This design comes from an exercise in tuning for small area and few clock cycles per item on the open sky130 flow, not from production work.
Only simulation tests tie the RTL to the original design; equivalence was not proved.

Setup of P:
==> flow/design.v <==
package stst_pkg;
	localparam int TableDepthDef = 16;
	localparam int NameBytesDef  = 8;
	localparam int FuncW   = 2;
	localparam int ScoreW  = 31;
	localparam int NameW   = 64;
	localparam int RankW   = 5;
	localparam int StatusW = 3;
	localparam int CountW  = 5;
	localparam int InW  = 104;
	localparam int OutW = 104;
	localparam logic [FuncW-1:0] FUNC_INSERT = 2'd0;
	localparam logic [FuncW-1:0] FUNC_DELETE = 2'd1;
	localparam logic [FuncW-1:0] FUNC_READ   = 2'd2;
	localparam logic [StatusW-1:0] ST_DONE    = 3'd0;
	localparam logic [StatusW-1:0] ST_LOW     = 3'd1;
	localparam logic [StatusW-1:0] ST_BADRANK = 3'd2;
	localparam logic [StatusW-1:0] ST_EMPTY   = 3'd3;
	localparam logic [StatusW-1:0] ST_CANCEL  = 3'd4;
	typedef struct packed {
		logic [ScoreW-1:0] score;
		logic [NameW-1:0]  name;
	} entry_t;
	typedef struct packed {
		logic ins;
		logic del;
	} cmd_t;
endpackage
module stst_cell #(
	parameter int TABLE_DEPTH = stst_pkg::TableDepthDef
) (
	input  logic                                        clk,
	input  logic                                        arst_n,
	input  logic                                        ins,       
	input  logic                                        full,      
	input  logic                                        del,       
	input  logic                                        tsel,      
	input  logic [$clog2(TABLE_DEPTH)-1:0]              new_rank,
	input  logic [$clog2(TABLE_DEPTH)-1:0]              del_rank,  
	input  logic [stst_pkg::ScoreW+stst_pkg::NameW-1:0] new_ent,
	output logic [stst_pkg::ScoreW+stst_pkg::NameW-1:0] ent,
	output logic [$clog2(TABLE_DEPTH)-1:0]              rk,
	output logic                                        valid,
	output logic                                        ge,        
	output logic                                        hit        
);
	localparam int KW = $clog2(TABLE_DEPTH);
	localparam int SW = stst_pkg::ScoreW;
	localparam int NW = stst_pkg::NameW;
	logic [SW+NW-1:0] ent_q;
	logic [KW-1:0]    rk_q;
	logic             v_q;
	logic             below;
	logic             wr;
	function automatic logic score_ge(input logic [SW-1:0] a, input logic [SW-1:0] b);
		logic [31:0] g;
		logic [31:0] p;
		g = '0;
		p = '1;
		for (int i = 0; i < SW; i++) begin
			g[i] = a[i] & ~b[i];
			p[i] = a[i] | ~b[i];
		end
		for (int w = 1; w < 32; w = w * 2) begin
			for (int i = 0; i < 32; i = i + 2 * w) begin
				g[i] = g[i + w] | (p[i + w] & g[i]);
				p[i] = p[i + w] & p[i];
			end
		end
		score_ge = g[0] | p[0];
	endfunction
	assign ge    = v_q && score_ge(ent_q[SW+NW-1:NW], new_ent[SW+NW-1:NW]);
	assign hit   = v_q && (rk_q == del_rank);
	assign below = rk_q > del_rank;
	assign wr    = ins && tsel && !(full && ge);
	assign ent   = ent_q;
	assign rk    = rk_q;
	assign valid = v_q;
	always_ff @(posedge clk) begin
		if (wr) begin
			ent_q <= new_ent;
		end
	end
	always_ff @(posedge clk) begin
		if (ins) begin
			if (wr) begin
				rk_q <= new_rank;
			end else if (!ge) begin
				rk_q <= rk_q + 1'b1;
			end
		end else if (del && below) begin
			rk_q <= rk_q - 1'b1;
		end
	end
	always_ff @(posedge clk or negedge arst_n) begin
		if (!arst_n) begin
			v_q <= 1'b0;
		end else if (wr) begin
			v_q <= 1'b1;
		end else if (del && hit) begin
			v_q <= 1'b0;
		end
	end
endmodule
module sorted_top_n_score_table_unit #(
	parameter int TABLE_DEPTH = stst_pkg::TableDepthDef,
	parameter int NAME_BYTES  = stst_pkg::NameBytesDef
) (
	input  logic                       clk,
	input  logic                       arst_n,
	input  logic                       s_tvalid,
	output logic                       s_tready,
	input  logic [stst_pkg::InW-1:0]   s_tdata,
	output logic                       m_tvalid,
	input  logic                       m_tready,
	output logic [stst_pkg::OutW-1:0]  m_tdata
);
	localparam int CW = $clog2(TABLE_DEPTH + 1);
	localparam int KW = $clog2(TABLE_DEPTH);
	localparam int SW = stst_pkg::ScoreW;
	localparam int NW = stst_pkg::NameW;
	localparam int EW = SW + NW;
	logic [stst_pkg::FuncW-1:0]   func;
	logic [SW-1:0]                new_score;
	logic [NW-1:0]                new_name;
	logic [stst_pkg::RankW-1:0]   rank;
	logic [NW-1:0]                packed_name;
	logic [EW-1:0]                new_ent;
	logic [CW-1:0]                count_q;
	logic [CW-1:0]                count_nxt;
	logic                         m_tvalid_q;
	logic [stst_pkg::StatusW-1:0] status_q;
	logic [TABLE_DEPTH-1:0]       rsel_q;
	logic                         accept;
	logic                         empty;
	logic                         full;
	logic                         rank_ok;
	logic                         all_ge;
	logic                         del_ok;
	logic                         rd_ok;
	logic [stst_pkg::StatusW-1:0] status;
	logic [KW-1:0]                del_rank;
	logic [KW-1:0]                new_rank;
	logic [TABLE_DEPTH*EW-1:0]    ents;
	logic [TABLE_DEPTH*KW-1:0]    rks;
	logic [TABLE_DEPTH-1:0]       vs;
	logic [TABLE_DEPTH-1:0]       ges;
	logic [TABLE_DEPTH-1:0]       hits;
	logic [TABLE_DEPTH-1:0]       free;
	logic [TABLE_DEPTH-1:0]       tsel;
	logic                         seen;
	logic [EW-1:0]                rd_all;
	assign func      = s_tdata[1:0];
	assign new_score = s_tdata[32:2];
	assign new_name  = s_tdata[96:33];
	assign rank      = s_tdata[101:97];
	assign s_tready = !m_tvalid_q || m_tready;
	assign accept   = s_tvalid && s_tready;
	logic [7:0] name_alive;
	always_comb begin
		for (int b = 0; b < 8; b++) begin
			if (b == 0) begin
				name_alive[b] = (b < NAME_BYTES) && (new_name[8*b +: 8] != 8'd0);
			end else begin
				name_alive[b] = name_alive[b-1] && (b < NAME_BYTES) && (new_name[8*b +: 8] != 8'd0);
			end
			packed_name[8*b +: 8] = name_alive[b] ? new_name[8*b +: 8] : 8'd0;
		end
	end
	assign new_ent = {new_score, packed_name};
	assign empty    = count_q == '0;
	assign full     = count_q[CW-1];
	assign rank_ok  = (rank != '0) && ({1'b0, rank} <= {{(stst_pkg::RankW+1-CW){1'b0}}, count_q});
	assign del_rank = KW'(rank - 1'b1);
	assign all_ge   = &ges;
	logic [TABLE_DEPTH-1:0] ge_r7;
	logic [TABLE_DEPTH-1:0] ge_r1;
	logic [TABLE_DEPTH-1:0] ge_r3;
	always_comb begin
		for (int i = 0; i < TABLE_DEPTH; i++) begin
			ge_r1[i] = ges[i] && rks[i*KW];
			ge_r3[i] = ges[i] && (rks[i*KW +: 2] == 2'b11);
			ge_r7[i] = ges[i] && (rks[i*KW +: KW] == KW'(7));
		end
		new_rank[0] = ^ges;
		new_rank[1] = ^ge_r1;
		new_rank[2] = ^ge_r3;
		new_rank[3] = |ge_r7;
	end
	always_comb begin
		for (int i = 0; i < TABLE_DEPTH; i++) begin
			free[i] = !vs[i] || (rks[i*KW +: KW] == KW'(TABLE_DEPTH - 1));
		end
		seen = 1'b0;
		for (int i = 0; i < TABLE_DEPTH; i++) begin
			tsel[i] = free[i] && !seen;
			seen    = seen || free[i];
		end
	end
	always_comb begin
		status    = stst_pkg::ST_DONE;
		count_nxt = count_q;
		del_ok    = 1'b0;
		rd_ok     = 1'b0;
		unique case (func)
			stst_pkg::FUNC_INSERT: begin
				if (full && all_ge) begin
					status = stst_pkg::ST_LOW;
				end else begin
					if (!full) begin
						count_nxt = count_q + 1'b1;
					end
				end
			end
			stst_pkg::FUNC_DELETE, stst_pkg::FUNC_READ: begin
				if (empty) begin
					status = stst_pkg::ST_EMPTY;
				end else if (rank == '0) begin
					status = stst_pkg::ST_CANCEL;
				end else if (!rank_ok) begin
					status = stst_pkg::ST_BADRANK;
				end else if (func == stst_pkg::FUNC_DELETE) begin
					del_ok    = 1'b1;
					count_nxt = count_q - 1'b1;
				end else begin
					rd_ok = 1'b1;
				end
			end
			default: begin
				status = stst_pkg::ST_BADRANK;
			end
		endcase
	end
	genvar gi;
	generate
		for (gi = 0; gi < TABLE_DEPTH; gi++) begin : g_cell
			stst_cell #(
				.TABLE_DEPTH(TABLE_DEPTH)
			) u_cell (
				.clk     (clk),
				.arst_n  (arst_n),
				.ins     (accept && func == stst_pkg::FUNC_INSERT),
				.full    (full),
				.del     (accept && del_ok),
				.tsel    (tsel[gi]),
				.new_rank(new_rank),
				.del_rank(del_rank),
				.new_ent (new_ent),
				.ent     (ents[gi*EW +: EW]),
				.rk      (rks[gi*KW +: KW]),
				.valid   (vs[gi]),
				.ge      (ges[gi]),
				.hit     (hits[gi])
			);
		end
	endgenerate
	always_ff @(posedge clk or negedge arst_n) begin
		if (!arst_n) begin
			count_q    <= '0;
			m_tvalid_q <= 1'b0;
		end else begin
			if (accept) begin
				count_q    <= count_nxt;
				m_tvalid_q <= 1'b1;
			end else if (m_tready) begin
				m_tvalid_q <= 1'b0;
			end
		end
	end
	always_ff @(posedge clk) begin
		if (accept) begin
			status_q <= status;
			rsel_q   <= rd_ok ? hits : '0;
		end
	end
	always_comb begin
		rd_all = '0;
		for (int i = 0; i < TABLE_DEPTH; i++) begin
			rd_all = rd_all | (rsel_q[i] ? ents[i*EW +: EW] : '0);
		end
	end
	assign m_tvalid = m_tvalid_q;
	assign m_tdata  = {1'b0, rd_all[NW-1:0], rd_all[EW-1:NW], stst_pkg::CountW'(count_q), status_q};
endmodule
clock: 6.0 ns
lec_check: 0
cap_margin: 20
core_margin: 2
core_utilization: 65
cts_cluster_diameter: 80
cts_cluster_size: 30
place_density: 0.72
slew_margin: 20
standard.sh (not shown) runs the stock make flow with config.mk's settings and CLKGATE_MAP_FILE= SYNTH_SCRIPT=/design/flow/synth_recipe.tcl, a recipe that flattens the netlist after the stock synthesis.
==> flow/flow/run.sh <==
#!/bin/bash
# The standard layout (standard.sh), with two changes:
#  - synthesis is the standard flow's own script, but its abc step maps the logic with
#    flow/abc.script (Yosys's default ABC mapping script) instead of ORFS's
#    speed script (see flow/synth.tcl);
#  - the port buffers that global placement inserts (buffer_ports) are
#    sky130_fd_sc_hd__buf_1 cells instead of the delay buffer it picks.
# make's output goes to flow.log; each ORFS step keeps its own log under
# orfs/logs/.
set -euo pipefail
here=$(pwd)
export BUFFER_PORTS_ARGS="-buffer_cell sky130_fd_sc_hd__buf_1"
export STST_ABC_SCRIPT="$here/flow/abc.script"
STST_ORIG_SYNTH=$(grep -o 'SYNTH_SCRIPT=[^ ]*' standard.sh | head -1 | cut -d= -f2-)
export STST_ORIG_SYNTH
sed "s#SYNTH_SCRIPT=[^ ]*#SYNTH_SCRIPT=$here/flow/synth.tcl#" standard.sh > flow_standard.sh
bash flow_standard.sh finish > flow.log 2>&1
==> flow/flow/abc.script <==
strash
&get -n
&fraig -x
&put
dc2
strash
&get -n
&dch -f
&nf
&put
==> flow/flow/synth.tcl <==
# Synthesis for this flow: the synthesis script the standard.sh names
# (STST_ORIG_SYNTH), run unchanged, except that its abc call maps the logic
# with the ABC script STST_ABC_SCRIPT instead of ORFS's speed script.
# Registers are mapped before abc runs, so they are the standard synthesis's.
proc abc {args} {
  set i [lsearch -exact $args -script]
  if {$i >= 0} {
    lset args [expr {$i + 1}] $::env(STST_ABC_SCRIPT)
  }
  yosys abc {*}$args
}
source $::env(STST_ORIG_SYNTH)
Per the final summary, P finished and its layout is clean on timing, DRC and antenna.
Testbench counts of P, summed over its fixed seeds: cycles 4,808, items 4,800.
## Diff of input files: Q against P
diff --git a/flow/design.v b/flow/design.v
--- a/flow/design.v
+++ b/flow/design.v
@@ -79,20 +79,25 @@
 	always_ff @(posedge clk) begin
 		if (wr) begin
 			ent_q <= new_ent;
 		end
 	end
+	logic [KW-1:0] rk_step;
+	logic          carry;
+	logic          up;
+	logic          dn;
+	assign up = ins && !ge;
+	assign dn = del && below;
+	always_comb begin
+		carry = up || dn;
+		for (int k = 0; k < KW; k++) begin
+			rk_step[k] = rk_q[k] ^ carry;
+			carry      = carry & (rk_q[k] ~^ ins);
+		end
+	end
 	always_ff @(posedge clk) begin
-		if (ins) begin
-			if (wr) begin
-				rk_q <= new_rank;
-			end else if (!ge) begin
-				rk_q <= rk_q + 1'b1;
-			end
-		end else if (del && below) begin
-			rk_q <= rk_q - 1'b1;
-		end
+		rk_q <= wr ? new_rank : rk_step;
 	end
 	always_ff @(posedge clk or negedge arst_n) begin
 		if (!arst_n) begin
 			v_q <= 1'b0;
 		end else if (wr) begin
@@ -128,11 +133,14 @@
 	logic [EW-1:0]                new_ent;
 	logic [CW-1:0]                count_q;
 	logic [CW-1:0]                count_nxt;
 	logic                         m_tvalid_q;
 	logic [stst_pkg::StatusW-1:0] status_q;
-	logic [TABLE_DEPTH-1:0]       rsel_q;
+	logic [KW-1:0]                rsel_q;
+	logic                         rok_q;
+	logic [KW-1:0]                hit_idx;
+	logic [TABLE_DEPTH-1:0]       rsel_oh;
 	logic                         accept;
 	logic                         empty;
 	logic                         full;
 	logic                         rank_ok;
 	logic                         all_ge;
@@ -196,10 +204,16 @@
 			tsel[i] = free[i] && !seen;
 			seen    = seen || free[i];
 		end
 	end
 	always_comb begin
+		hit_idx = '0;
+		for (int i = 0; i < TABLE_DEPTH; i++) begin
+			hit_idx = hit_idx | (hits[i] ? KW'(i) : KW'(0));
+		end
+	end
+	always_comb begin
 		status    = stst_pkg::ST_DONE;
 		count_nxt = count_q;
 		del_ok    = 1'b0;
 		rd_ok     = 1'b0;
 		unique case (func)
@@ -268,17 +282,19 @@
 		end
 	end
 	always_ff @(posedge clk) begin
 		if (accept) begin
 			status_q <= status;
-			rsel_q   <= rd_ok ? hits : '0;
+			rsel_q   <= hit_idx;
+			rok_q    <= rd_ok;
 		end
 	end
 	always_comb begin
 		rd_all = '0;
 		for (int i = 0; i < TABLE_DEPTH; i++) begin
-			rd_all = rd_all | (rsel_q[i] ? ents[i*EW +: EW] : '0);
+			rsel_oh[i] = rok_q && (rsel_q == KW'(i));
+			rd_all = rd_all | (rsel_oh[i] ? ents[i*EW +: EW] : '0);
 		end
 	end
 	assign m_tvalid = m_tvalid_q;
 	assign m_tdata  = {1'b0, rd_all[NW-1:0], rd_all[EW-1:NW], stst_pkg::CountW'(count_q), status_q};
 endmodule
### Flow results
Endpoint of the worst setup timing path = g_cell[1].u_cell.rk_q[1]: P; endpoint of the worst setup timing path = g_cell[14].u_cell.rk_q[1]: Q
In the metrics for P and Q, the one carrying the higher die area is P.
Relative to P, area fraction in and, or, nand and nor cells after synthesis has gone up in Q.
Sequential fraction of the synthesis area: P and Q compared, lower one is Q
From Q to P, number of primary I/O pins did not move at all.
| clock skew after layout | higher: Q |
Taking P as the reference point, the final critical delay including setup and external delays of Q falls by 0.25 ns.
In Q the register bit count reported by yosys turned out 11 lower than in P.
P → Q: DRC violation total after the first TritonRoute iteration lost 403; worst setup slack after placement shows an increase of 0.15 ns.
Testbench counts of Q, summed over its fixed seeds: cycles 4,808, items 4,800.

-- static timing again, ports no longer ideal --
No port has a modelled driver above. Below, the same layouts with a new extraction and two added sets of constraints.
Step 1, drivers: a clkbuf_16 drives clk and a buf_2 each remaining input, both assumed.
Step 2 also shifts input and output timing later by t, the mid clock arrival at the registers, as if the neighbouring blocks saw the same clock.
a / b / c = no drivers / after step 1 / after step 2; a / b = the first two.
run	t (ns)	setup WS [ns]	worst hold slack (ns)	latest minus earliest clock arrival (ns)	worst data-port slew with drivers (ns)
P	0.763	0.382 / 0.437 / -0.326	0.534 / 0.480 / 0.559	0.037 / 0.036	0.10
Q	0.756	0.630 / 0.682 / -0.074	0.531 / 0.487 / 0.556	0.041 / 0.041	0.15
Met with ideal ports but missed after step 2: setup timing in P and Q. The setup slack of P, which loses most, moves by +0.055 ns with the drivers and by -0.708 ns with both steps.
